From an optimization exercise on the open Yosys and OpenROAD flow, aimed at small area, a short achievable clock period and few clock cycles per item; shortcuts taken in it are not production practice. Function was checked by simulation only, so behaviour that the tests miss may differ from the original.

==> flow/design.v (outline; a module is shown in full before it is edited, if it fits) <==
// module act_requant_pipe: 2282 lines
module act_requant_pipe #(
   parameter int LANES    = 4,
   parameter int IN_W     = 24,
   parameter int OUT_W    = 8,
   parameter int DQ_SHIFT = 13,
   parameter int RQ_SHIFT = 8,
   parameter int LEN_W    = 16
) (
   input  logic                clk,
   input  logic                rst,
   input  logic                start,
   input  logic [1:0]          cfg_mode,
   input  logic [IN_W-1:0]     cfg_bias,
   input  logic [7:0]          cfg_dq_scale,
   input  logic [7:0]          cfg_rq_scale,
   input  logic [LEN_W-1:0]    cfg_len,
   input  logic                in_valid,
   output logic                in_ready,
   input  logic [LANES*IN_W-1:0] in_data,
   output logic                out_valid,
   input  logic                out_ready,
   output logic [LANES*OUT_W-1:0] out_data,
   output logic                out_last,
   output logic                busy,
   output logic                done,
   output logic [15:0]         sat_cnt
);
  // ...
==> flow/run.sh <==
#!/bin/bash
# synth_recipe.tcl (not shown) runs the flow's synth.tcl, then flattens the netlist and writes it again
# the make line also repeats each setting of config.mk as NAME=value (left out here)
make -C /OpenROAD-flow-scripts/flow DESIGN_CONFIG=/design/flow/config.mk WORK_HOME=/design/flow/orfs CLKGATE_MAP_FILE= SYNTH_SCRIPT=/design/flow/synth_recipe.tcl finish
==> flow/config.mk <==
export PLATFORM = sky130hd
export DESIGN_NAME = act_requant_pipe
export DESIGN_NICKNAME = act_requant_pipe
export VERILOG_FILES = /design/flow/design.v
export SDC_FILE = /design/flow/constraint.sdc
export NUM_CORES = 4
export LEC_CHECK = 0
export CAP_MARGIN = 20
export CORE_MARGIN = 2
export CORE_UTILIZATION = 40
export SETUP_SLACK_MARGIN = 5
export SLEW_MARGIN = 20
==> flow/constraint.sdc <==
create_clock -name core_clock -period 13.0 [get_ports {clk}]
set_input_delay 2.6000 -clock core_clock [delete_from_list [all_inputs] [get_ports {clk}]]
set_output_delay 2.6000 -clock core_clock [all_outputs]
set_load 0.01 [all_outputs]
==> metrics.cfg, run 1 <==
[grt]
grt_pass1_wl_mm = 302.1
grt.met1_usage = 0.2648
grt_pass1_vias = 55500

[finish]
seq_area_frac = 0.2227
inverters = 1303
area.growth.synth_to_final_pct = 9.032
final_common_cell = inv_1
nClkBuffers = 96
drive_gt1_frac = 0.03764

[logic_synthesis]
synth_mux_area_frac = 0.004656
synth-warning-count = 1
synth_area_um2 = 76590
synth-compound-area-share = 0.1357
synth_xor_area_frac = 0.1166
netlist_top_cells_area = edfxtp_1, fa_1, ha_1
syn_nets = 9466

[setup_path]
worstPathMaxFanout = 8
reg2regPathDepth = 20
cp-endpoint = in_ready

[clocking]
cts_root_buf = clkbuf_16
path_clk_slew_ps = 60
clock_latency_ps = 710
cts_resized = 0
cts.path.max_buffers = 3

[die]
die_h_um = 441.6
design.core.area_um2 = 190200
dieWidth_um = 441.6
dieArea_um2 = 195000
io_pins = 212

[sta]
relSlewSlack = 0.2310
tns_ps = 0
layout_setup_ws_ps = 6233

[routing]
drtAntennaViolNets = 0
via_per_inst = 5.229
wl_met2_mm = 85.55
top_layer = met5
dr.pass1.iters = 6

[placement]
io_buffers = 211
dpl.cell_count = 10070

[outcome]
status = no timing/DRC/antenna violations

Testbench counts, summed over its fixed seeds: cycles 14,501, beats 13,349.
==> run 2, diff against run 1 <==
--- a/flow/design.v
+++ b/flow/design.v
@@ -30,53 +30,53 @@
    localparam int D_W = P_W - DQ_SHIFT;     
    localparam int Y_W = 17;                 
    localparam int Q_W = Y_W + 8;            
    logic                   busy_r, done_r, rem_nz;
    logic [LEN_W-1:0]       in_rem;
    logic [1:0]             mode;
    logic [IN_W-1:0]        bias_r;
    logic [12:0]            rq_b;            
-   logic                   v1, v2, v3, v4, v5, l1, l2, l3, l4, l5, o_v, o_l;
-   logic                   en, acc, in_fire, in_last, pop;
+   logic                   v1, v2, v3, v4, v5, l1, l2, l3, l4, l5, o_v, o_l, s_v, s_l;
+   logic                   en, acc, in_fire, in_last, pop, push;
    logic [IN_W-1:0]        bias_e;
-   logic [LANES*10-1:0]    r_c, o_d;
+   logic [LANES*10-1:0]    r_c, o_d, s_d;
    function automatic logic [12:0] booth8(input logic [7:0] b);
       logic [9:0] e;
       logic [3:0] one, two, neg;
       e = {1'b0, b, 1'b0};
       for (int i = 0; i < 4; i++) begin
          one[i] = e[2*i+1] ^ e[2*i];
          two[i] = (e[2*i+2] & ~e[2*i+1] & ~e[2*i]) | (~e[2*i+2] & e[2*i+1] & e[2*i]);
          neg[i] = e[2*i+2];
       end
       booth8 = {b[7], neg, two, one};
    endfunction
-   assign en = !o_v || out_ready;
+   assign en = !s_v;
    assign acc = busy_r ? rem_nz : start;
    assign in_ready = en && (!busy_r || rem_nz);
    assign in_fire = in_valid && en && acc;
    assign in_last = busy_r ? in_rem == LEN_W'(1) : cfg_len == LEN_W'(1);
    assign bias_e = busy_r ? bias_r : cfg_bias;
    assign pop = o_v && out_ready;
+   assign push = en && v5;
    assign out_valid = o_v;
    assign out_last = o_l;
    assign busy = busy_r;
    assign done = done_r || (pop && o_l);
    for (genvar i = 0; i < LANES; i++) begin : g_lane
       logic [X_W-1:0] s1_x;
       localparam logic [12:0] DQ_INV = i >= LANES / 2 ? '1 : '0;
       logic [12:0]    dq_r;
       wire [12:0]     dq_l = dq_r ^ DQ_INV;
       logic [D_W-1:0] s2_d;
       logic [21:0]    s3_w;
       logic [1:0]     s3_sel;
       logic [Y_W-1:0] s4_y;
-      logic [16:0]    s5_a, s5_b;
-      logic           s5_c;
+      logic [16:0]    s5_r;
       wire [IN_W-1:0] xin = in_data[i*IN_W +: IN_W];
       wire n_1 = xin[0] & bias_e[0];
       wire n_2 = xin[1] & bias_e[1];
       wire n_3 = xin[2] & bias_e[2];
       wire n_4 = xin[3] & bias_e[3];
       wire n_5 = xin[4] & bias_e[4];
       wire n_6 = xin[5] & bias_e[5];
       wire n_7 = xin[6] & bias_e[6];
@@ -1928,265 +1928,253 @@
       wire n_1771 = n_1755 & n_1754;
       wire n_1772 = rq_b[8] & n_1553;
       wire n_1773 = n_1571 & n_1711;
       wire n_1774 = n_1712 & n_1713;
       wire n_1775 = n_1714 & n_1715;
       wire n_1776 = n_1716 & n_1717;
       wire n_1777 = n_1718 & n_1719;
       wire n_1778 = n_1720 & n_1721;
-      wire n_1779 = rq_b[8] ^ n_1553;
-      wire n_1780 = n_1571 ^ n_1711;
-      wire n_1781 = n_1712 ^ n_1713;
-      wire n_1782 = n_1714 ^ n_1715;
-      wire n_1783 = n_1716 ^ n_1717;
-      wire n_1784 = n_1718 ^ n_1719;
-      wire n_1785 = n_1720 ^ n_1721;
-      wire n_1786 = n_1554 & n_1772;
-      wire n_1787 = n_1554 & n_1779;
-      wire n_1788 = n_1781 & n_1773;
-      wire n_1789 = n_1774 | n_1788;
-      wire n_1790 = n_1781 & n_1780;
-      wire n_1791 = n_1783 & n_1775;
-      wire n_1792 = n_1776 | n_1791;
-      wire n_1793 = n_1783 & n_1782;
-      wire n_1794 = n_1785 & n_1777;
-      wire n_1795 = n_1778 | n_1794;
-      wire n_1796 = n_1785 & n_1784;
-      wire n_1797 = n_1780 & n_1786;
-      wire n_1798 = n_1773 | n_1797;
-      wire n_1799 = n_1780 & n_1787;
-      wire n_1800 = n_1790 & n_1786;
-      wire n_1801 = n_1789 | n_1800;
-      wire n_1802 = n_1790 & n_1787;
-      wire n_1803 = n_1784 & n_1792;
-      wire n_1804 = n_1777 | n_1803;
-      wire n_1805 = n_1784 & n_1793;
-      wire n_1806 = n_1796 & n_1792;
-      wire n_1807 = n_1795 | n_1806;
-      wire n_1808 = n_1796 & n_1793;
-      wire n_1809 = n_1782 & n_1801;
-      wire n_1810 = n_1775 | n_1809;
-      wire n_1811 = n_1782 & n_1802;
-      wire n_1812 = n_1793 & n_1801;
-      wire n_1813 = n_1792 | n_1812;
-      wire n_1814 = n_1793 & n_1802;
-      wire n_1815 = n_1805 & n_1801;
-      wire n_1816 = n_1804 | n_1815;
-      wire n_1817 = n_1805 & n_1802;
-      wire n_1818 = n_1808 & n_1801;
-      wire n_1819 = n_1807 | n_1818;
-      wire n_1820 = n_1808 & n_1802;
-      wire [16:0] q_a;
-      assign q_a[0] = n_1722;
-      assign q_a[1] = n_1724;
-      assign q_a[2] = n_1726;
-      assign q_a[3] = n_1728;
-      assign q_a[4] = n_1730;
-      assign q_a[5] = n_1732;
-      assign q_a[6] = n_1734;
-      assign q_a[7] = n_1736;
-      assign q_a[8] = n_1738;
-      assign q_a[9] = n_1756;
-      assign q_a[10] = n_1757;
-      assign q_a[11] = n_1759;
-      assign q_a[12] = n_1761;
-      assign q_a[13] = n_1763;
-      assign q_a[14] = n_1765;
-      assign q_a[15] = n_1767;
-      assign q_a[16] = n_1769;
-      wire [16:0] q_b;
-      assign q_b[0] = n_1723;
-      assign q_b[1] = n_1725;
-      assign q_b[2] = n_1727;
-      assign q_b[3] = n_1729;
-      assign q_b[4] = n_1731;
-      assign q_b[5] = n_1733;
-      assign q_b[6] = n_1735;
-      assign q_b[7] = n_1737;
-      assign q_b[8] = n_1739;
-      assign q_b[9] = n_1740;
-      assign q_b[10] = n_1758;
-      assign q_b[11] = n_1760;
-      assign q_b[12] = n_1762;
-      assign q_b[13] = n_1764;
-      assign q_b[14] = n_1766;
-      assign q_b[15] = n_1768;
-      assign q_b[16] = n_1770;
-      wire q_c = n_1819;
-      wire n_1821 = s5_a[0] & s5_b[0];
-      wire n_1822 = s5_a[1] & s5_b[1];
-      wire n_1823 = s5_a[2] & s5_b[2];
-      wire n_1824 = s5_a[3] & s5_b[3];
-      wire n_1825 = s5_a[4] & s5_b[4];
-      wire n_1826 = s5_a[5] & s5_b[5];
-      wire n_1827 = s5_a[6] & s5_b[6];
-      wire n_1828 = s5_a[7] & s5_b[7];
-      wire n_1829 = s5_a[8] & s5_b[8];
-      wire n_1830 = s5_a[9] & s5_b[9];
-      wire n_1831 = s5_a[10] & s5_b[10];
-      wire n_1832 = s5_a[11] & s5_b[11];
-      wire n_1833 = s5_a[12] & s5_b[12];
-      wire n_1834 = s5_a[13] & s5_b[13];
-      wire n_1835 = s5_a[14] & s5_b[14];
-      wire n_1836 = s5_a[15] & s5_b[15];
-      wire n_1837 = s5_a[16] & s5_b[16];
-      wire n_1838 = s5_a[0] ^ s5_b[0];
-      wire n_1839 = s5_a[1] ^ s5_b[1];
-      wire n_1840 = s5_a[2] ^ s5_b[2];
-      wire n_1841 = s5_a[3] ^ s5_b[3];
-      wire n_1842 = s5_a[4] ^ s5_b[4];
-      wire n_1843 = s5_a[5] ^ s5_b[5];
-      wire n_1844 = s5_a[6] ^ s5_b[6];
-      wire n_1845 = s5_a[7] ^ s5_b[7];
-      wire n_1846 = s5_a[8] ^ s5_b[8];
-      wire n_1847 = s5_a[9] ^ s5_b[9];
-      wire n_1848 = s5_a[10] ^ s5_b[10];
-      wire n_1849 = s5_a[11] ^ s5_b[11];
-      wire n_1850 = s5_a[12] ^ s5_b[12];
-      wire n_1851 = s5_a[13] ^ s5_b[13];
-      wire n_1852 = s5_a[14] ^ s5_b[14];
-      wire n_1853 = s5_a[15] ^ s5_b[15];
-      wire n_1854 = s5_a[16] ^ s5_b[16];
-      wire n_1855 = n_1838 & s5_c;
-      wire n_1856 = n_1821 | n_1855;
-      wire n_1857 = n_1839 & n_1856;
-      wire n_1858 = n_1822 | n_1857;
-      wire n_1859 = n_1839 & n_1838;
-      wire n_1860 = n_1841 & n_1823;
-      wire n_1861 = n_1824 | n_1860;
-      wire n_1862 = n_1841 & n_1840;
-      wire n_1863 = n_1843 & n_1825;
-      wire n_1864 = n_1826 | n_1863;
-      wire n_1865 = n_1843 & n_1842;
-      wire n_1866 = n_1845 & n_1827;
-      wire n_1867 = n_1828 | n_1866;
-      wire n_1868 = n_1845 & n_1844;
-      wire n_1869 = n_1847 & n_1829;
-      wire n_1870 = n_1830 | n_1869;
-      wire n_1871 = n_1847 & n_1846;
-      wire n_1872 = n_1849 & n_1831;
-      wire n_1873 = n_1832 | n_1872;
-      wire n_1874 = n_1849 & n_1848;
-      wire n_1875 = n_1851 & n_1833;
-      wire n_1876 = n_1834 | n_1875;
-      wire n_1877 = n_1851 & n_1850;
-      wire n_1878 = n_1853 & n_1835;
-      wire n_1879 = n_1836 | n_1878;
-      wire n_1880 = n_1853 & n_1852;
-      wire n_1881 = n_1840 & n_1858;
-      wire n_1882 = n_1823 | n_1881;
-      wire n_1883 = n_1840 & n_1859;
-      wire n_1884 = n_1862 & n_1858;
-      wire n_1885 = n_1861 | n_1884;
-      wire n_1886 = n_1862 & n_1859;
-      wire n_1887 = n_1844 & n_1864;
-      wire n_1888 = n_1827 | n_1887;
-      wire n_1889 = n_1844 & n_1865;
-      wire n_1890 = n_1868 & n_1864;
-      wire n_1891 = n_1867 | n_1890;
-      wire n_1892 = n_1868 & n_1865;
-      wire n_1893 = n_1848 & n_1870;
-      wire n_1894 = n_1831 | n_1893;
-      wire n_1895 = n_1848 & n_1871;
-      wire n_1896 = n_1874 & n_1870;
-      wire n_1897 = n_1873 | n_1896;
-      wire n_1898 = n_1874 & n_1871;
-      wire n_1899 = n_1852 & n_1876;
-      wire n_1900 = n_1835 | n_1899;
-      wire n_1901 = n_1852 & n_1877;
-      wire n_1902 = n_1880 & n_1876;
-      wire n_1903 = n_1879 | n_1902;
-      wire n_1904 = n_1880 & n_1877;
-      wire n_1905 = n_1842 & n_1885;
-      wire n_1906 = n_1825 | n_1905;
-      wire n_1907 = n_1842 & n_1886;
-      wire n_1908 = n_1865 & n_1885;
-      wire n_1909 = n_1864 | n_1908;
-      wire n_1910 = n_1865 & n_1886;
-      wire n_1911 = n_1889 & n_1885;
-      wire n_1912 = n_1888 | n_1911;
-      wire n_1913 = n_1889 & n_1886;
-      wire n_1914 = n_1892 & n_1885;
-      wire n_1915 = n_1891 | n_1914;
-      wire n_1916 = n_1892 & n_1886;
-      wire n_1917 = n_1850 & n_1897;
-      wire n_1918 = n_1833 | n_1917;
-      wire n_1919 = n_1850 & n_1898;
-      wire n_1920 = n_1877 & n_1897;
-      wire n_1921 = n_1876 | n_1920;
-      wire n_1922 = n_1877 & n_1898;
-      wire n_1923 = n_1901 & n_1897;
-      wire n_1924 = n_1900 | n_1923;
-      wire n_1925 = n_1901 & n_1898;
-      wire n_1926 = n_1904 & n_1897;
-      wire n_1927 = n_1903 | n_1926;
-      wire n_1928 = n_1904 & n_1898;
-      wire n_1929 = n_1846 & n_1915;
-      wire n_1930 = n_1829 | n_1929;
-      wire n_1931 = n_1846 & n_1916;
-      wire n_1932 = n_1871 & n_1915;
-      wire n_1933 = n_1870 | n_1932;
-      wire n_1934 = n_1871 & n_1916;
-      wire n_1935 = n_1895 & n_1915;
-      wire n_1936 = n_1894 | n_1935;
-      wire n_1937 = n_1895 & n_1916;
-      wire n_1938 = n_1898 & n_1915;
-      wire n_1939 = n_1897 | n_1938;
-      wire n_1940 = n_1898 & n_1916;
-      wire n_1941 = n_1919 & n_1915;
-      wire n_1942 = n_1918 | n_1941;
-      wire n_1943 = n_1919 & n_1916;
-      wire n_1944 = n_1922 & n_1915;
-      wire n_1945 = n_1921 | n_1944;
-      wire n_1946 = n_1922 & n_1916;
-      wire n_1947 = n_1925 & n_1915;
-      wire n_1948 = n_1924 | n_1947;
-      wire n_1949 = n_1925 & n_1916;
-      wire n_1950 = n_1928 & n_1915;
-      wire n_1951 = n_1927 | n_1950;
-      wire n_1952 = n_1928 & n_1916;
-      wire n_1953 = n_1854 & n_1951;
-      wire n_1954 = n_1837 | n_1953;
-      wire n_1955 = n_1854 & n_1952;
-      wire n_1956 = n_1838 ^ s5_c;
-      wire n_1957 = n_1839 ^ n_1856;
-      wire n_1958 = n_1840 ^ n_1858;
-      wire n_1959 = n_1841 ^ n_1882;
-      wire n_1960 = n_1842 ^ n_1885;
-      wire n_1961 = n_1843 ^ n_1906;
-      wire n_1962 = n_1844 ^ n_1909;
-      wire n_1963 = n_1845 ^ n_1912;
-      wire n_1964 = n_1846 ^ n_1915;
-      wire n_1965 = n_1847 ^ n_1930;
-      wire n_1966 = n_1848 ^ n_1933;
-      wire n_1967 = n_1849 ^ n_1936;
-      wire n_1968 = n_1850 ^ n_1939;
-      wire n_1969 = n_1851 ^ n_1942;
-      wire n_1970 = n_1852 ^ n_1945;
-      wire n_1971 = n_1853 ^ n_1948;
-      wire n_1972 = n_1854 ^ n_1951;
+      wire n_1779 = n_1722 & n_1723;
+      wire n_1780 = n_1724 & n_1725;
+      wire n_1781 = n_1726 & n_1727;
+      wire n_1782 = n_1728 & n_1729;
+      wire n_1783 = n_1730 & n_1731;
+      wire n_1784 = n_1732 & n_1733;
+      wire n_1785 = n_1734 & n_1735;
+      wire n_1786 = n_1736 & n_1737;
+      wire n_1787 = n_1738 & n_1739;
+      wire n_1788 = n_1756 & n_1740;
+      wire n_1789 = n_1757 & n_1758;
+      wire n_1790 = n_1759 & n_1760;
+      wire n_1791 = n_1761 & n_1762;
+      wire n_1792 = n_1763 & n_1764;
+      wire n_1793 = n_1765 & n_1766;
+      wire n_1794 = n_1767 & n_1768;
+      wire n_1795 = n_1769 & n_1770;
+      wire n_1796 = rq_b[8] ^ n_1553;
+      wire n_1797 = n_1571 ^ n_1711;
+      wire n_1798 = n_1712 ^ n_1713;
+      wire n_1799 = n_1714 ^ n_1715;
+      wire n_1800 = n_1716 ^ n_1717;
+      wire n_1801 = n_1718 ^ n_1719;
+      wire n_1802 = n_1720 ^ n_1721;
+      wire n_1803 = n_1722 ^ n_1723;
+      wire n_1804 = n_1724 ^ n_1725;
+      wire n_1805 = n_1726 ^ n_1727;
+      wire n_1806 = n_1728 ^ n_1729;
+      wire n_1807 = n_1730 ^ n_1731;
+      wire n_1808 = n_1732 ^ n_1733;
+      wire n_1809 = n_1734 ^ n_1735;
+      wire n_1810 = n_1736 ^ n_1737;
+      wire n_1811 = n_1738 ^ n_1739;
+      wire n_1812 = n_1756 ^ n_1740;
+      wire n_1813 = n_1757 ^ n_1758;
+      wire n_1814 = n_1759 ^ n_1760;
+      wire n_1815 = n_1761 ^ n_1762;
+      wire n_1816 = n_1763 ^ n_1764;
+      wire n_1817 = n_1765 ^ n_1766;
+      wire n_1818 = n_1767 ^ n_1768;
+      wire n_1819 = n_1769 ^ n_1770;
+      wire n_1820 = n_1554 & n_1772;
+      wire n_1821 = n_1554 & n_1796;
+      wire n_1822 = n_1798 & n_1773;
+      wire n_1823 = n_1774 | n_1822;
+      wire n_1824 = n_1798 & n_1797;
+      wire n_1825 = n_1800 & n_1775;
+      wire n_1826 = n_1776 | n_1825;
+      wire n_1827 = n_1800 & n_1799;
+      wire n_1828 = n_1802 & n_1777;
+      wire n_1829 = n_1778 | n_1828;
+      wire n_1830 = n_1802 & n_1801;
+      wire n_1831 = n_1804 & n_1779;
+      wire n_1832 = n_1780 | n_1831;
+      wire n_1833 = n_1804 & n_1803;
+      wire n_1834 = n_1806 & n_1781;
+      wire n_1835 = n_1782 | n_1834;
+      wire n_1836 = n_1806 & n_1805;
+      wire n_1837 = n_1808 & n_1783;
+      wire n_1838 = n_1784 | n_1837;
+      wire n_1839 = n_1808 & n_1807;
+      wire n_1840 = n_1810 & n_1785;
+      wire n_1841 = n_1786 | n_1840;
+      wire n_1842 = n_1810 & n_1809;
+      wire n_1843 = n_1812 & n_1787;
+      wire n_1844 = n_1788 | n_1843;
+      wire n_1845 = n_1812 & n_1811;
+      wire n_1846 = n_1814 & n_1789;
+      wire n_1847 = n_1790 | n_1846;
+      wire n_1848 = n_1814 & n_1813;
+      wire n_1849 = n_1816 & n_1791;
+      wire n_1850 = n_1792 | n_1849;
+      wire n_1851 = n_1816 & n_1815;
+      wire n_1852 = n_1818 & n_1793;
+      wire n_1853 = n_1794 | n_1852;
+      wire n_1854 = n_1818 & n_1817;
+      wire n_1855 = n_1797 & n_1820;
+      wire n_1856 = n_1773 | n_1855;
+      wire n_1857 = n_1797 & n_1821;
+      wire n_1858 = n_1824 & n_1820;
+      wire n_1859 = n_1823 | n_1858;
+      wire n_1860 = n_1824 & n_1821;
+      wire n_1861 = n_1801 & n_1826;
+      wire n_1862 = n_1777 | n_1861;
+      wire n_1863 = n_1801 & n_1827;
+      wire n_1864 = n_1830 & n_1826;
+      wire n_1865 = n_1829 | n_1864;
+      wire n_1866 = n_1830 & n_1827;
+      wire n_1867 = n_1805 & n_1832;
+      wire n_1868 = n_1781 | n_1867;
+      wire n_1869 = n_1805 & n_1833;
+      wire n_1870 = n_1836 & n_1832;
+      wire n_1871 = n_1835 | n_1870;
+      wire n_1872 = n_1836 & n_1833;
+      wire n_1873 = n_1809 & n_1838;
+      wire n_1874 = n_1785 | n_1873;
+      wire n_1875 = n_1809 & n_1839;
+      wire n_1876 = n_1842 & n_1838;
+      wire n_1877 = n_1841 | n_1876;
+      wire n_1878 = n_1842 & n_1839;
+      wire n_1879 = n_1813 & n_1844;
+      wire n_1880 = n_1789 | n_1879;
+      wire n_1881 = n_1813 & n_1845;
+      wire n_1882 = n_1848 & n_1844;
+      wire n_1883 = n_1847 | n_1882;
+      wire n_1884 = n_1848 & n_1845;
+      wire n_1885 = n_1817 & n_1850;
+      wire n_1886 = n_1793 | n_1885;
+      wire n_1887 = n_1817 & n_1851;
+      wire n_1888 = n_1854 & n_1850;
+      wire n_1889 = n_1853 | n_1888;
+      wire n_1890 = n_1854 & n_1851;
+      wire n_1891 = n_1799 & n_1859;
+      wire n_1892 = n_1775 | n_1891;
+      wire n_1893 = n_1799 & n_1860;
+      wire n_1894 = n_1827 & n_1859;
+      wire n_1895 = n_1826 | n_1894;
+      wire n_1896 = n_1827 & n_1860;
+      wire n_1897 = n_1863 & n_1859;
+      wire n_1898 = n_1862 | n_1897;
+      wire n_1899 = n_1863 & n_1860;
+      wire n_1900 = n_1866 & n_1859;
+      wire n_1901 = n_1865 | n_1900;
+      wire n_1902 = n_1866 & n_1860;
+      wire n_1903 = n_1807 & n_1871;
+      wire n_1904 = n_1783 | n_1903;
+      wire n_1905 = n_1807 & n_1872;
+      wire n_1906 = n_1839 & n_1871;
+      wire n_1907 = n_1838 | n_1906;
+      wire n_1908 = n_1839 & n_1872;
+      wire n_1909 = n_1875 & n_1871;
+      wire n_1910 = n_1874 | n_1909;
+      wire n_1911 = n_1875 & n_1872;
+      wire n_1912 = n_1878 & n_1871;
+      wire n_1913 = n_1877 | n_1912;
+      wire n_1914 = n_1878 & n_1872;
+      wire n_1915 = n_1815 & n_1883;
+      wire n_1916 = n_1791 | n_1915;
+      wire n_1917 = n_1815 & n_1884;
+      wire n_1918 = n_1851 & n_1883;
+      wire n_1919 = n_1850 | n_1918;
+      wire n_1920 = n_1851 & n_1884;
+      wire n_1921 = n_1887 & n_1883;
+      wire n_1922 = n_1886 | n_1921;
+      wire n_1923 = n_1887 & n_1884;
+      wire n_1924 = n_1890 & n_1883;
+      wire n_1925 = n_1889 | n_1924;
+      wire n_1926 = n_1890 & n_1884;
+      wire n_1927 = n_1803 & n_1901;
+      wire n_1928 = n_1779 | n_1927;
+      wire n_1929 = n_1803 & n_1902;
+      wire n_1930 = n_1833 & n_1901;
+      wire n_1931 = n_1832 | n_1930;
+      wire n_1932 = n_1833 & n_1902;
+      wire n_1933 = n_1869 & n_1901;
+      wire n_1934 = n_1868 | n_1933;
+      wire n_1935 = n_1869 & n_1902;
+      wire n_1936 = n_1872 & n_1901;
+      wire n_1937 = n_1871 | n_1936;
+      wire n_1938 = n_1872 & n_1902;
+      wire n_1939 = n_1905 & n_1901;
+      wire n_1940 = n_1904 | n_1939;
+      wire n_1941 = n_1905 & n_1902;
+      wire n_1942 = n_1908 & n_1901;
+      wire n_1943 = n_1907 | n_1942;
+      wire n_1944 = n_1908 & n_1902;
+      wire n_1945 = n_1911 & n_1901;
+      wire n_1946 = n_1910 | n_1945;
+      wire n_1947 = n_1911 & n_1902;
+      wire n_1948 = n_1914 & n_1901;
+      wire n_1949 = n_1913 | n_1948;
+      wire n_1950 = n_1914 & n_1902;
+      wire n_1951 = n_1819 & n_1925;
+      wire n_1952 = n_1795 | n_1951;
+      wire n_1953 = n_1819 & n_1926;
+      wire n_1954 = n_1811 & n_1949;
+      wire n_1955 = n_1787 | n_1954;
+      wire n_1956 = n_1811 & n_1950;
+      wire n_1957 = n_1845 & n_1949;
+      wire n_1958 = n_1844 | n_1957;
+      wire n_1959 = n_1845 & n_1950;
+      wire n_1960 = n_1881 & n_1949;
+      wire n_1961 = n_1880 | n_1960;
+      wire n_1962 = n_1881 & n_1950;
+      wire n_1963 = n_1884 & n_1949;
+      wire n_1964 = n_1883 | n_1963;
+      wire n_1965 = n_1884 & n_1950;
+      wire n_1966 = n_1917 & n_1949;
+      wire n_1967 = n_1916 | n_1966;
+      wire n_1968 = n_1917 & n_1950;
+      wire n_1969 = n_1920 & n_1949;
+      wire n_1970 = n_1919 | n_1969;
+      wire n_1971 = n_1920 & n_1950;
+      wire n_1972 = n_1923 & n_1949;
+      wire n_1973 = n_1922 | n_1972;
+      wire n_1974 = n_1923 & n_1950;
+      wire n_1975 = n_1926 & n_1949;
+      wire n_1976 = n_1925 | n_1975;
+      wire n_1977 = n_1926 & n_1950;
+      wire n_1978 = n_1953 & n_1949;
+      wire n_1979 = n_1952 | n_1978;
+      wire n_1980 = n_1953 & n_1950;
+      wire n_1981 = n_1803 ^ n_1901;
+      wire n_1982 = n_1804 ^ n_1928;
+      wire n_1983 = n_1805 ^ n_1931;
+      wire n_1984 = n_1806 ^ n_1934;
+      wire n_1985 = n_1807 ^ n_1937;
+      wire n_1986 = n_1808 ^ n_1940;
+      wire n_1987 = n_1809 ^ n_1943;
+      wire n_1988 = n_1810 ^ n_1946;
+      wire n_1989 = n_1811 ^ n_1949;
+      wire n_1990 = n_1812 ^ n_1955;
+      wire n_1991 = n_1813 ^ n_1958;
+      wire n_1992 = n_1814 ^ n_1961;
+      wire n_1993 = n_1815 ^ n_1964;
+      wire n_1994 = n_1816 ^ n_1967;
+      wire n_1995 = n_1817 ^ n_1970;
+      wire n_1996 = n_1818 ^ n_1973;
+      wire n_1997 = n_1819 ^ n_1976;
       wire [16:0] rs;
-      assign rs[0] = n_1956;
-      assign rs[1] = n_1957;
-      assign rs[2] = n_1958;
-      assign rs[3] = n_1959;
-      assign rs[4] = n_1960;
-      assign rs[5] = n_1961;
-      assign rs[6] = n_1962;
-      assign rs[7] = n_1963;
-      assign rs[8] = n_1964;
-      assign rs[9] = n_1965;
-      assign rs[10] = n_1966;
-      assign rs[11] = n_1967;
-      assign rs[12] = n_1968;
-      assign rs[13] = n_1969;
-      assign rs[14] = n_1970;
-      assign rs[15] = n_1971;
-      assign rs[16] = n_1972;
+      assign rs[0] = n_1981;
+      assign rs[1] = n_1982;
+      assign rs[2] = n_1983;
+      assign rs[3] = n_1984;
+      assign rs[4] = n_1985;
+      assign rs[5] = n_1986;
+      assign rs[6] = n_1987;
+      assign rs[7] = n_1988;
+      assign rs[8] = n_1989;
+      assign rs[9] = n_1990;
+      assign rs[10] = n_1991;
+      assign rs[11] = n_1992;
+      assign rs[12] = n_1993;
+      assign rs[13] = n_1994;
+      assign rs[14] = n_1995;
+      assign rs[15] = n_1996;
+      assign rs[16] = n_1997;
       logic              neg, le3, ge3, gt6, ovp, ovn;
       logic [Y_W-1:0]    dc;
       logic [1:0]        sel;
       assign neg = s2_d[D_W-1];
       assign ovp = !neg && |s2_d[D_W-2:Y_W-1];
       assign ovn = neg && !(&s2_d[D_W-2:Y_W-1]);
       assign dc = ovp ? {1'b0, {(Y_W-1){1'b1}}} : ovn ? {1'b1, {(Y_W-1){1'b0}}} : s2_d[Y_W-1:0];
       assign le3 = $signed(s2_d) <= -$signed(D_W'(768));
@@ -2196,69 +2184,80 @@
                  : mode == 2'd3 ? (le3 ? 2'd1 : ge3 ? 2'd0 : 2'd3)
                  : neg ? 2'd1
                  : (mode == 2'd2 && gt6) ? 2'd2 : 2'd0;
       logic [Y_W-1:0]    y_c;
       assign y_c = s3_sel == 2'd0 ? s3_w[Y_W-1:0]
                  : s3_sel == 2'd3 ? {{(Y_W-11){hs[10]}}, hs}
                  : s3_sel == 2'd2 ? Y_W'(1536) : '0;
       logic shi, slo;
-      assign shi = !rs[16] && |rs[15:7];
-      assign slo = rs[16] && !(&rs[15:7]);
-      assign r_c[i*10 +: 10] = {shi, slo, rs[7:0]};
+      assign shi = !s5_r[16] && |s5_r[15:7];
+      assign slo = s5_r[16] && !(&s5_r[15:7]);
+      assign r_c[i*10 +: 10] = {shi, slo, s5_r[7:0]};
       wire [9:0] o_r = o_d[i*10 +: 10];
       assign out_data[i*OUT_W +: OUT_W] = o_r[9] ? 8'h7f : o_r[8] ? 8'h80 : o_r[7:0];
       always_ff @(posedge clk) begin
          if (!busy_r && start) dq_r <= booth8(cfg_dq_scale) ^ DQ_INV;
          if (en) begin
             s1_x <= xb;
             s2_d <= d_c;
             s3_w <= sel == 2'd3 ? z_c : 22'(dc);
             s3_sel <= sel;
             s4_y <= y_c;
-            s5_a <= q_a;
-            s5_b <= q_b;
-            s5_c <= q_c;
+            s5_r <= rs;
          end
       end
    end
    always_ff @(posedge clk) begin
       if (en) begin
          l1 <= in_last;
          l2 <= l1;
          l3 <= l2;
          l4 <= l3;
          l5 <= l4;
       end
-      if (en) begin
+      if (push && !(o_v && !pop)) begin
          o_d <= r_c;
          o_l <= l5;
+      end else if (pop && s_v) begin
+         o_d <= s_d;
+         o_l <= s_l;
+      end
+      if (push && o_v && !pop) begin
+         s_d <= r_c;
+         s_l <= l5;
       end
       if (!busy_r && start) begin
          mode <= cfg_mode;
          bias_r <= cfg_bias;
          rq_b <= booth8(cfg_rq_scale);
       end
    end
    always_ff @(posedge clk) begin
       if (rst) begin
          busy_r <= 1'b0;
          done_r <= 1'b0;
          rem_nz <= 1'b0;
          in_rem <= '0;
-         {v1, v2, v3, v4, v5, o_v} <= '0;
+         {v1, v2, v3, v4, v5, o_v, s_v} <= '0;
       end else begin
          if (en) begin
             v1 <= in_fire;
             v2 <= v1;
             v3 <= v2;
             v4 <= v3;
             v5 <= v4;
          end
-         if (en) o_v <= v5;
+         if (push) begin
+            if (o_v && !pop) s_v <= 1'b1;
+            else o_v <= 1'b1;
+         end else if (pop) begin
+            if (s_v) s_v <= 1'b0;
+            else o_v <= 1'b0;
+         end
          done_r <= 1'b0;
          if (done) busy_r <= 1'b0;
          if (!busy_r && start) begin
             busy_r <= 1'b1;
             in_rem <= cfg_len - LEN_W'(in_fire);
             rem_nz <= cfg_len > LEN_W'(in_fire);
             if (cfg_len == '0) done_r <= 1'b1;
          end else if (in_fire) begin
@@ -2272,11 +2271,11 @@
    always_comb begin
       n_sat = '0;
       for (int i = 0; i < LANES; i++) n_sat = n_sat + 3'(r_c[i*10+9] | r_c[i*10+8]);
    end
    assign sat_sum = {1'b0, sat_cnt} + 17'(n_sat);
    always_ff @(posedge clk) begin
       if (rst) sat_cnt <= '0;
       else if (!busy_r && start) sat_cnt <= '0;
-      else if (en && v5) sat_cnt <= sat_sum[16] ? 16'hFFFF : sat_sum[15:0];
+      else if (push) sat_cnt <= sat_sum[16] ? 16'hFFFF : sat_sum[15:0];
    end
 endmodule
==> run 2 against run 1 <==
Effect of this change: setup slack better by 310 ps; global-route usage about the same; clock-buffer cell count down 14; register-to-register slack improved by 80 ps; wire length shrank 0.23%; critical endpoint is now done.
==> metrics.cfg, run 2 <==
[grt]
antenna_found_initial = 10  ; was 18
grt_pass1_wl_mm = 302.9  ; was 302.1 mm
grt_pass1_vias = 56480  ; was 55.50k
grt_max_degree = 145  ; was 168
overflow = 0  ; unchanged
grt_usage = 0.1906  ; was 0.1904

[clocking]
cts_buffers = 72  ; was 80
cts.sinks = 603  ; was 633
path_clk_slew_ps = 60  ; about the same
post_cts.repair.setup_buffers = 0  ; unchanged
cts_tree = built  ; unchanged
cts.path.max_buffers = 3  ; unchanged
htree_levels = 3  ; unchanged
clock_latency_ps = 720  ; was 710 ps
cts_root_buf = clkbuf_16  ; unchanged
cts_resized = 0  ; unchanged
ctsHoldBuffers = 0  ; unchanged

[sta]
setup_viol = 0  ; unchanged
slew_viol_final = 0  ; unchanged
rsz0062_at_grt = no  ; unchanged
finalHoldViolCount = 0  ; unchanged
tns_ps = 0  ; unchanged
period_minus_slack_ps = 6453  ; was 6767 ps
skew_ps = 52.78  ; was 43.28 ps
max_freq_mhz = 155.0  ; was 147.8 MHz
worst-slew-pin-transition_ps = 1082  ; was 1121 ps
relSlewSlack = 0.2784  ; was 0.2310
finalCritPeriodShare = 0.4964  ; was 0.5205

[die]
design.core.area_um2 = 189800  ; was 190,200 um^2
io_pins = 212  ; unchanged
dieWidth_um = 440.4  ; was 441.6 um
initial_core_util = 0.4014  ; was 0.4027
fp-row-count = 160  ; unchanged
dieArea_um2 = 194000  ; was 195,000 um^2
die_h_um = 440.4  ; was 441.6 um

[placement]
gp_congestion = 0.8855  ; was 0.8784
dp_hpwl_mm = 138.8  ; was 138.5 mm
io_buffers = 211  ; unchanged

[logic_synthesis]
netlist_top_cells_area = edfxtp_1, fa_1, ha_1  ; unchanged
synth_async_sr_flop_share = 0  ; unchanged
synthTopCellsByCount = inv_1, fa_1, ha_1, edfxtp_1, xnor2_1  ; unchanged
yosysTopAreaCell = edfxtp_1  ; unchanged
avgSynthCellArea_um2 = 9.693  ; was 9.943 um^2
syn_nets = 9619  ; was 9,466
synth_area_um2 = 76180  ; was 76,590 um^2
ys_ff_latch = 603  ; was 633
ys_seq_area_frac = 0.2322  ; was 0.2428
synth_top_area_frac = 0.2211  ; was 0.2321
synth-warning-count = 1  ; unchanged
synth-main-ff-cell = edfxtp_1  ; unchanged
syn_inst = 7860  ; was 7,703
synth_edf_count = 561  ; was 592
synthMostInstantiatedCell = inv_1  ; unchanged
synth_cell_types = 92  ; was 91

[setup_path]
rr_endpoint = g_lane[1].s2_d[19]  ; was g_lane[3].s2_d[19]
worstPathMaxFanout = 4  ; was 8
reg2regPathDepth = 19  ; was 20
worstSetupEndpointType = primary output  ; unchanged
r2r_setup_slack_ps = 6780  ; was 6700 ps
crit_type = primary input to primary output  ; unchanged
r2r_start = g_lane[1].dq_r[11]  ; was g_lane[2].dq_r[11]
arrival_ps = 3850  ; was 4170 ps
worstPathRequired_ps = 10400  ; about the same
critPathLaunchType = primary input  ; unchanged

[routing]
via_per_inst = 5.255  ; was 5.229
initialDrtViolationCount = 3511  ; was 3,569
drtAntennaViolNets = 0  ; unchanged
wl_per_cell_um = 17.68  ; was 17.96 um
routed-via-count = 54410  ; was 53.43k
dr.pass1.iters = 6  ; unchanged
wl_mm = 183.0  ; was 183.5 mm
drc_errors = 0  ; unchanged

[finish]
nets = 9545  ; was 9,402
final_common_cell = inv_1  ; unchanged
largest-register = g_lane.s1_x  ; unchanged
diodes = 0  ; was 2
area.growth.synth_to_final_pct = 8.796  ; was 9.032%
multi_input_area_um2 = 52140  ; was 51,530 um^2
nFillCells = 18260  ; was 18.07k
mostFrequentLayoutCells = inv_1, fa_1, ha_1  ; unchanged
seqCellArea_um2 = 17690  ; was 18,600 um^2
largest_register_ff_count = 100  ; unchanged
reg_top3 = g_lane.s1_x: 100 flops, g_lane.s3_w: 88 flops, g_lane.s2_d: 80 flops  ; unchanged
drive_gt1_frac = 0.03252  ; was 0.03764
final_core_util = 0.4367  ; was 0.4391

[min_path]
hp-class = flop to flop  ; unchanged
hold_path_depth = 0  ; unchanged
whs_endpoint = l3  ; was l4
min_from = l2  ; was l3

[outcome]
status = no timing/DRC/antenna violations  ; unchanged

[job]
maxCapViolCount = 0  ; unchanged

-- run 2: worst max-delay path: stages --
cell and delay (ps):
clkdlybuf4s50_1 530, a31oi_1 120, inv_1 80, clkdlybuf4s50_1 520
-- run 2: worst max-delay path by stage --
| stage | start | to | slack, ps | cells after the start |
|---|---|---|---|---|
| global placement | cfg_bias[0] | g_lane[0].s1_x[24] | 6470 | 16 |
| finish | out_ready | done | 6550 | 4 |
| detailed placement | cfg_bias[1] | g_lane[0].s1_x[24] | 6370 | 14 |
| CTS | out_ready | done | 6550 | 4 |
| floorplan | s_v | o_d[0] | 4960 | 4 |
| global route | g_lane[1].dq_r[11] | g_lane[1].s2_d[19] | 6360 | 20 |
-- run 2: cells by family after synthesis --
kind of cell,share of synthesized area
compound gates,0.1346
xor+xnor,0.1169
fa+ha+maj,0.3451
buf+inv,0.08389
flops,0.2322
mux,0.005354
simple gates,0.08199
-- run 2: cell type report --
class | instances | share of cell area
Multi-Input combinational cell | 5556 | 0.6291
Sequential cell | 603 | 0.2134
Inverter | 1279 | 0.05801
Tap cell | 2511 | 0.03791
Timing Repair Buffer | 274 | 0.03134
Clock buffer | 82 | 0.02219
Clock inverter | 48 | 0.008046
-- run 2: metal layers --
metal	GRT usage	vias to the layer above	wire, um
li1	-	25990	-
met1	0.2660	26570	84430
met2	0.3087	1570	83590
met3	0.03166	261	11070
met4	0.04453	18	3815
met5	0	-	135
-- run 2: stage by stage --
step | cells | setup slack [ps] | hold slack (ps) | instance area, um^2
final | 10350 | 6547 | 423.6 | 82880
after global routing | 10350 | 6363 | 436.6 | 82880
after CTS | 10350 | 6552 | 426.3 | 82870
after detailed placement | 10220 | 6374 | 412.4 | 80370
after global placement | 10220 | 6470 | 405.6 | 80370
after floorplan | 7860 | 4960 | 400.3 | 76220
Testbench counts of run 2, summed over its fixed seeds: cycles 14,501, beats 13,349.
==> run 3, diff against run 2 <==
==> flow/flow/run.sh (new file) <==
#!/bin/bash
# Standard layout, with port buffers of a stronger type than buffer_ports picks by default.
cp standard.sh standard.sh.txt 2>/dev/null
export BUFFER_PORTS_ARGS="-buffer_cell sky130_fd_sc_hd__buf_4"
bash standard.sh > standard.log 2>&1
==> flow/standard.sh (new file) <==
#!/bin/bash
# synth_recipe.tcl (not shown) runs the flow's synth.tcl, then flattens the netlist and writes it again
# the make line also repeats each setting of config.mk as NAME=value (left out here)
make -C /OpenROAD-flow-scripts/flow DESIGN_CONFIG=/design/flow/config.mk WORK_HOME=/design/flow/orfs CLKGATE_MAP_FILE= SYNTH_SCRIPT=/design/flow/synth_recipe.tcl "${@:-finish}"
--- a/flow/config.mk
+++ b/flow/config.mk
@@ -8,5 +8,6 @@
 export CAP_MARGIN = 20
 export CORE_MARGIN = 2
 export CORE_UTILIZATION = 40
+export CTS_BUF_LIST = sky130_fd_sc_hd__clkbuf_4 sky130_fd_sc_hd__clkbuf_8
 export SETUP_SLACK_MARGIN = 5
 export SLEW_MARGIN = 20
removed: flow/run.sh
==> run 3 against run 2 <==
Effect of this change: die area did not move; fmax increased by 3.2%; wire length is 0.57% higher; highest routed layer unchanged; cell count rose by 0.57%.
==> metrics.cfg, run 3 <==
[outcome]
status = no timing/DRC/antenna violations  ; unchanged

[routing]
wl_mm = 184.1  ; was 183.0 mm
initialDrtViolationCount = 3902  ; was 3,511
dr.pass1.iters = 6  ; unchanged
wl_per_cell_um = 17.68  ; about the same
routed-via-count = 54590  ; was 54.41k
drc_errors = 0  ; unchanged
via_per_inst = 5.243  ; was 5.255
drtAntennaViolNets = 0  ; unchanged

[placement]
gp_congestion = 0.8972  ; was 0.8855
dp_hpwl_mm = 140.2  ; was 138.8 mm
io_buffers = 211  ; unchanged
pre_cts_slack_ps = 6746  ; was 6374 ps

[logic_synthesis]
syn_inst = 7860  ; unchanged
ys_seq_area_frac = 0.2322  ; unchanged
synth_top_area_frac = 0.2211  ; unchanged
synth_async_sr_flop_share = 0  ; unchanged
ys_ff_latch = 603  ; unchanged
synth_edf_count = 561  ; unchanged
netlist_top_cells_area = edfxtp_1, fa_1, ha_1  ; unchanged
synth-warning-count = 1  ; unchanged
synth-main-ff-cell = edfxtp_1  ; unchanged
synth_area_um2 = 76180  ; unchanged
yosysTopAreaCell = edfxtp_1  ; unchanged
synthMostInstantiatedCell = inv_1  ; unchanged
synthTopCellsByCount = inv_1, fa_1, ha_1, edfxtp_1, xnor2_1  ; unchanged
synth_cell_types = 92  ; unchanged
avgSynthCellArea_um2 = 9.693  ; unchanged
syn_nets = 9619  ; unchanged

[clocking]
htree_levels = 3  ; unchanged
cts.path.max_buffers = 3  ; unchanged
cts_tree = built  ; unchanged
ctsHoldBuffers = 0  ; unchanged
cts.sinks = 603  ; unchanged
cts_resized = 0  ; unchanged
path_clk_slew_ps = 60  ; about the same
cts_root_buf = clkbuf_8  ; was clkbuf_16
cts_buffers = 104  ; was 72
post_cts.repair.setup_buffers = 0  ; unchanged
clock_latency_ps = 870  ; was 720 ps

[finish]
final_common_cell = inv_1  ; unchanged
nets = 9573  ; was 9,545
drive_gt1_frac = 0.06620  ; was 0.03252
mostFrequentLayoutCells = inv_1, fa_1, ha_1  ; unchanged
area.growth.synth_to_final_pct = 7.808  ; was 8.796%
reg_top3 = g_lane.s1_x: 100 flops, g_lane.s3_w: 88 flops, g_lane.s2_d: 80 flops  ; unchanged
largest_register_ff_count = 100  ; unchanged
largest-register = g_lane.s1_x  ; unchanged

[die]
io_pins = 212  ; unchanged
design.core.area_um2 = 189800  ; unchanged
initial_core_util = 0.4014  ; unchanged
dieArea_um2 = 194000  ; unchanged
fp-row-count = 160  ; unchanged
die_h_um = 440.4  ; unchanged
dieWidth_um = 440.4  ; unchanged

[sta]
layout_setup_ws_ps = 6747  ; was 6547 ps
rsz0062_at_grt = no  ; unchanged
worst-slew-pin-transition_ps = 1037  ; was 1082 ps
period_minus_slack_ps = 6253  ; was 6453 ps
skew_ps = 77.16  ; was 52.78 ps
max_freq_mhz = 159.9  ; was 155.0 MHz
tns_ps = 0  ; unchanged
slew_viol_final = 0  ; unchanged
setup_viol = 0  ; unchanged
relSlewSlack = 0.2891  ; was 0.2784
finalCritPeriodShare = 0.4810  ; was 0.4964
finalHoldViolCount = 0  ; unchanged

[setup_path]
r2r_start = g_lane[2].dq_r[11]  ; was g_lane[1].dq_r[11]
crit_chain = buf_4 -> clkinv_2 -> buf_4 -> nand2_1 -> fa_1 -> fa_1 -> fa_1 -> inv_1 -> ha_1 -> a21oi_1 -> nor2b_1 -> o21ai_1 -> nand2b_1 -> a21oi_1 -> o21ai_2 -> a41o_1 -> a221o_1 -> a41oi_2 -> or4b_1 -> o311ai_1  ; was clkdlybuf4s50_1 -> a31oi_1 -> inv_1 -> clkdlybuf4s50_1
worstSetupEndpointType = flop  ; was primary output
max_stage_delay_ps = 670  ; was 530 ps
startpoint = g_lane[2].dq_r[11]  ; was out_ready
crit_top_cell = fa_1  ; was clkdlybuf4s50_1
worstPathRequired_ps = 13640  ; was 10,400 ps
arrival_ps = 6890  ; was 3850 ps
critPathLaunchType = flop  ; was primary input
slowest_stage = buf_4  ; was clkdlybuf4s50_1
worstPathMaxFanout = 51  ; was 4
crit_type = flop to flop  ; was primary input to primary output

[grt]
grt_max_degree = 145  ; unchanged
grt_pass1_vias = 57110  ; was 56.48k
antenna_found_initial = 5  ; was 10
grt_pass1_wl_mm = 303.8  ; was 302.9 mm
overflow = 0  ; unchanged
grt_usage = 0.1910  ; was 0.1906

[min_path]
hp-class = flop to flop  ; unchanged
min_from = l4  ; was l2

[job]
maxCapViolCount = 0  ; unchanged

## run 3: cell counts after synthesis
No cell type changed its count.
## run 3: metrics by stage
stage | hold WS [ps] | util | cells | area [um^2]
5_1_grt | 437.5 | 0.4328 | 10410 | 82130
6_report | 435.4 | 0.4328 | 10410 | 82130
2_1_floorplan | 400.3 | - | 7860 | 76220
3_3_place_gp | 408.1 | 0.4206 | 10220 | 79820
4_1_cts | 429.5 | 0.4327 | 10410 | 82130
3_5_place_dp | 412.1 | 0.4206 | 10220 | 79830
## run 3: final timing paths
path	depth (start not counted)	slack [ps]	end
max	20	6750	g_lane[2].s2_d[18]
min	0	440	l5
max reg2reg	20	6750	g_lane[2].s2_d[18]
min reg2reg	0	440	l5
## run 3: cell type report
| type | count | area (um^2) |
|---|---|---|
| inverters | 1279 | 4808 |
| well taps | 2511 | 3142 |
| multi-input cells | 5556 | 52140 |
| clock inverters | 55 | 605.6 |
| fillers | 18300 | 107700 |
| diodes | 1 | 2.502 |
| clock buffers | 137 | 1692 |
| repair buffers | 270 | 2052 |
| flip-flops and latches | 603 | 17690 |
## run 3: critical path, delay by kind of cell (launching register included)
| family | cells | cell delay (ps) |
|---|---|---|
| simple gates | 4 | 800 |
| compound gates | 8 | 1600 |
| buf+inv | 4 | 1450 |
| fa+ha+maj | 4 | 1760 |
| flops | 1 | 360 |
## run 3: per-layer routing
metal | routed length [um] | track usage | share of wire
met5 | 62 | 0 | 0.00034
met4 | 3944 | 0.04657 | 0.021
met3 | 11030 | 0.03106 | 0.060
met2 | 84330 | 0.3095 | 0.46
met1 | 84720 | 0.2659 | 0.46
## run 3: logic make-up (layout without fill, tap and decap cells)
| logic type | after synthesis | count (layout) | share of synthesized area |
|---|---|---|---|
| other | 0 | 1 | 0 |
| and+or+nand+nor | 1387 | 1387 | 0.08199 |
| adders and majority gates | 1600 | 1600 | 0.3451 |
| xor gates and xnor gates | 1016 | 1016 | 0.1169 |
| DFF | 603 | 603 | 0.2322 |
| AOI/OAI and AO/OA | 1515 | 1515 | 0.1346 |
| buffers and inverters | 1701 | 1741 | 0.08389 |
| muxes | 38 | 38 | 0.005354 |

## port drivers added, routing unchanged
The results above use ideal ports. As a check the final layouts listed here were re-extracted and re-timed, cells and wires unchanged.
Step 1, drivers: a clkbuf_16 drives clk and a buf_2 each remaining input, both assumed.
Step 2 also shifts input and output timing later by t, the mid clock arrival at the registers, as if the neighbouring blocks saw the same clock.
Slacks: ideal / step 1 / step 2; pairs: ideal / step 1.
| run | t, ns | slack for setup (ns) | clock arrival spread, ns | worst slew at a driven data input, ns |
|---|---|---|---|---|
| run 1 | 0.783 | 6.233 / 6.212 / 6.212 | 0.052 / 0.052 | 0.10 |
| run 2 | 0.764 | 6.547 / 6.520 / 6.411 | 0.052 / 0.053 | 0.09 |
| run 3 | 0.914 | 6.747 / 6.747 / 6.744 | 0.088 / 0.088 | 0.09 |
After both steps every run listed still meets setup and hold. The setup slack of run 2, which loses most, moves by -0.027 ns with the drivers and by -0.136 ns with both steps.
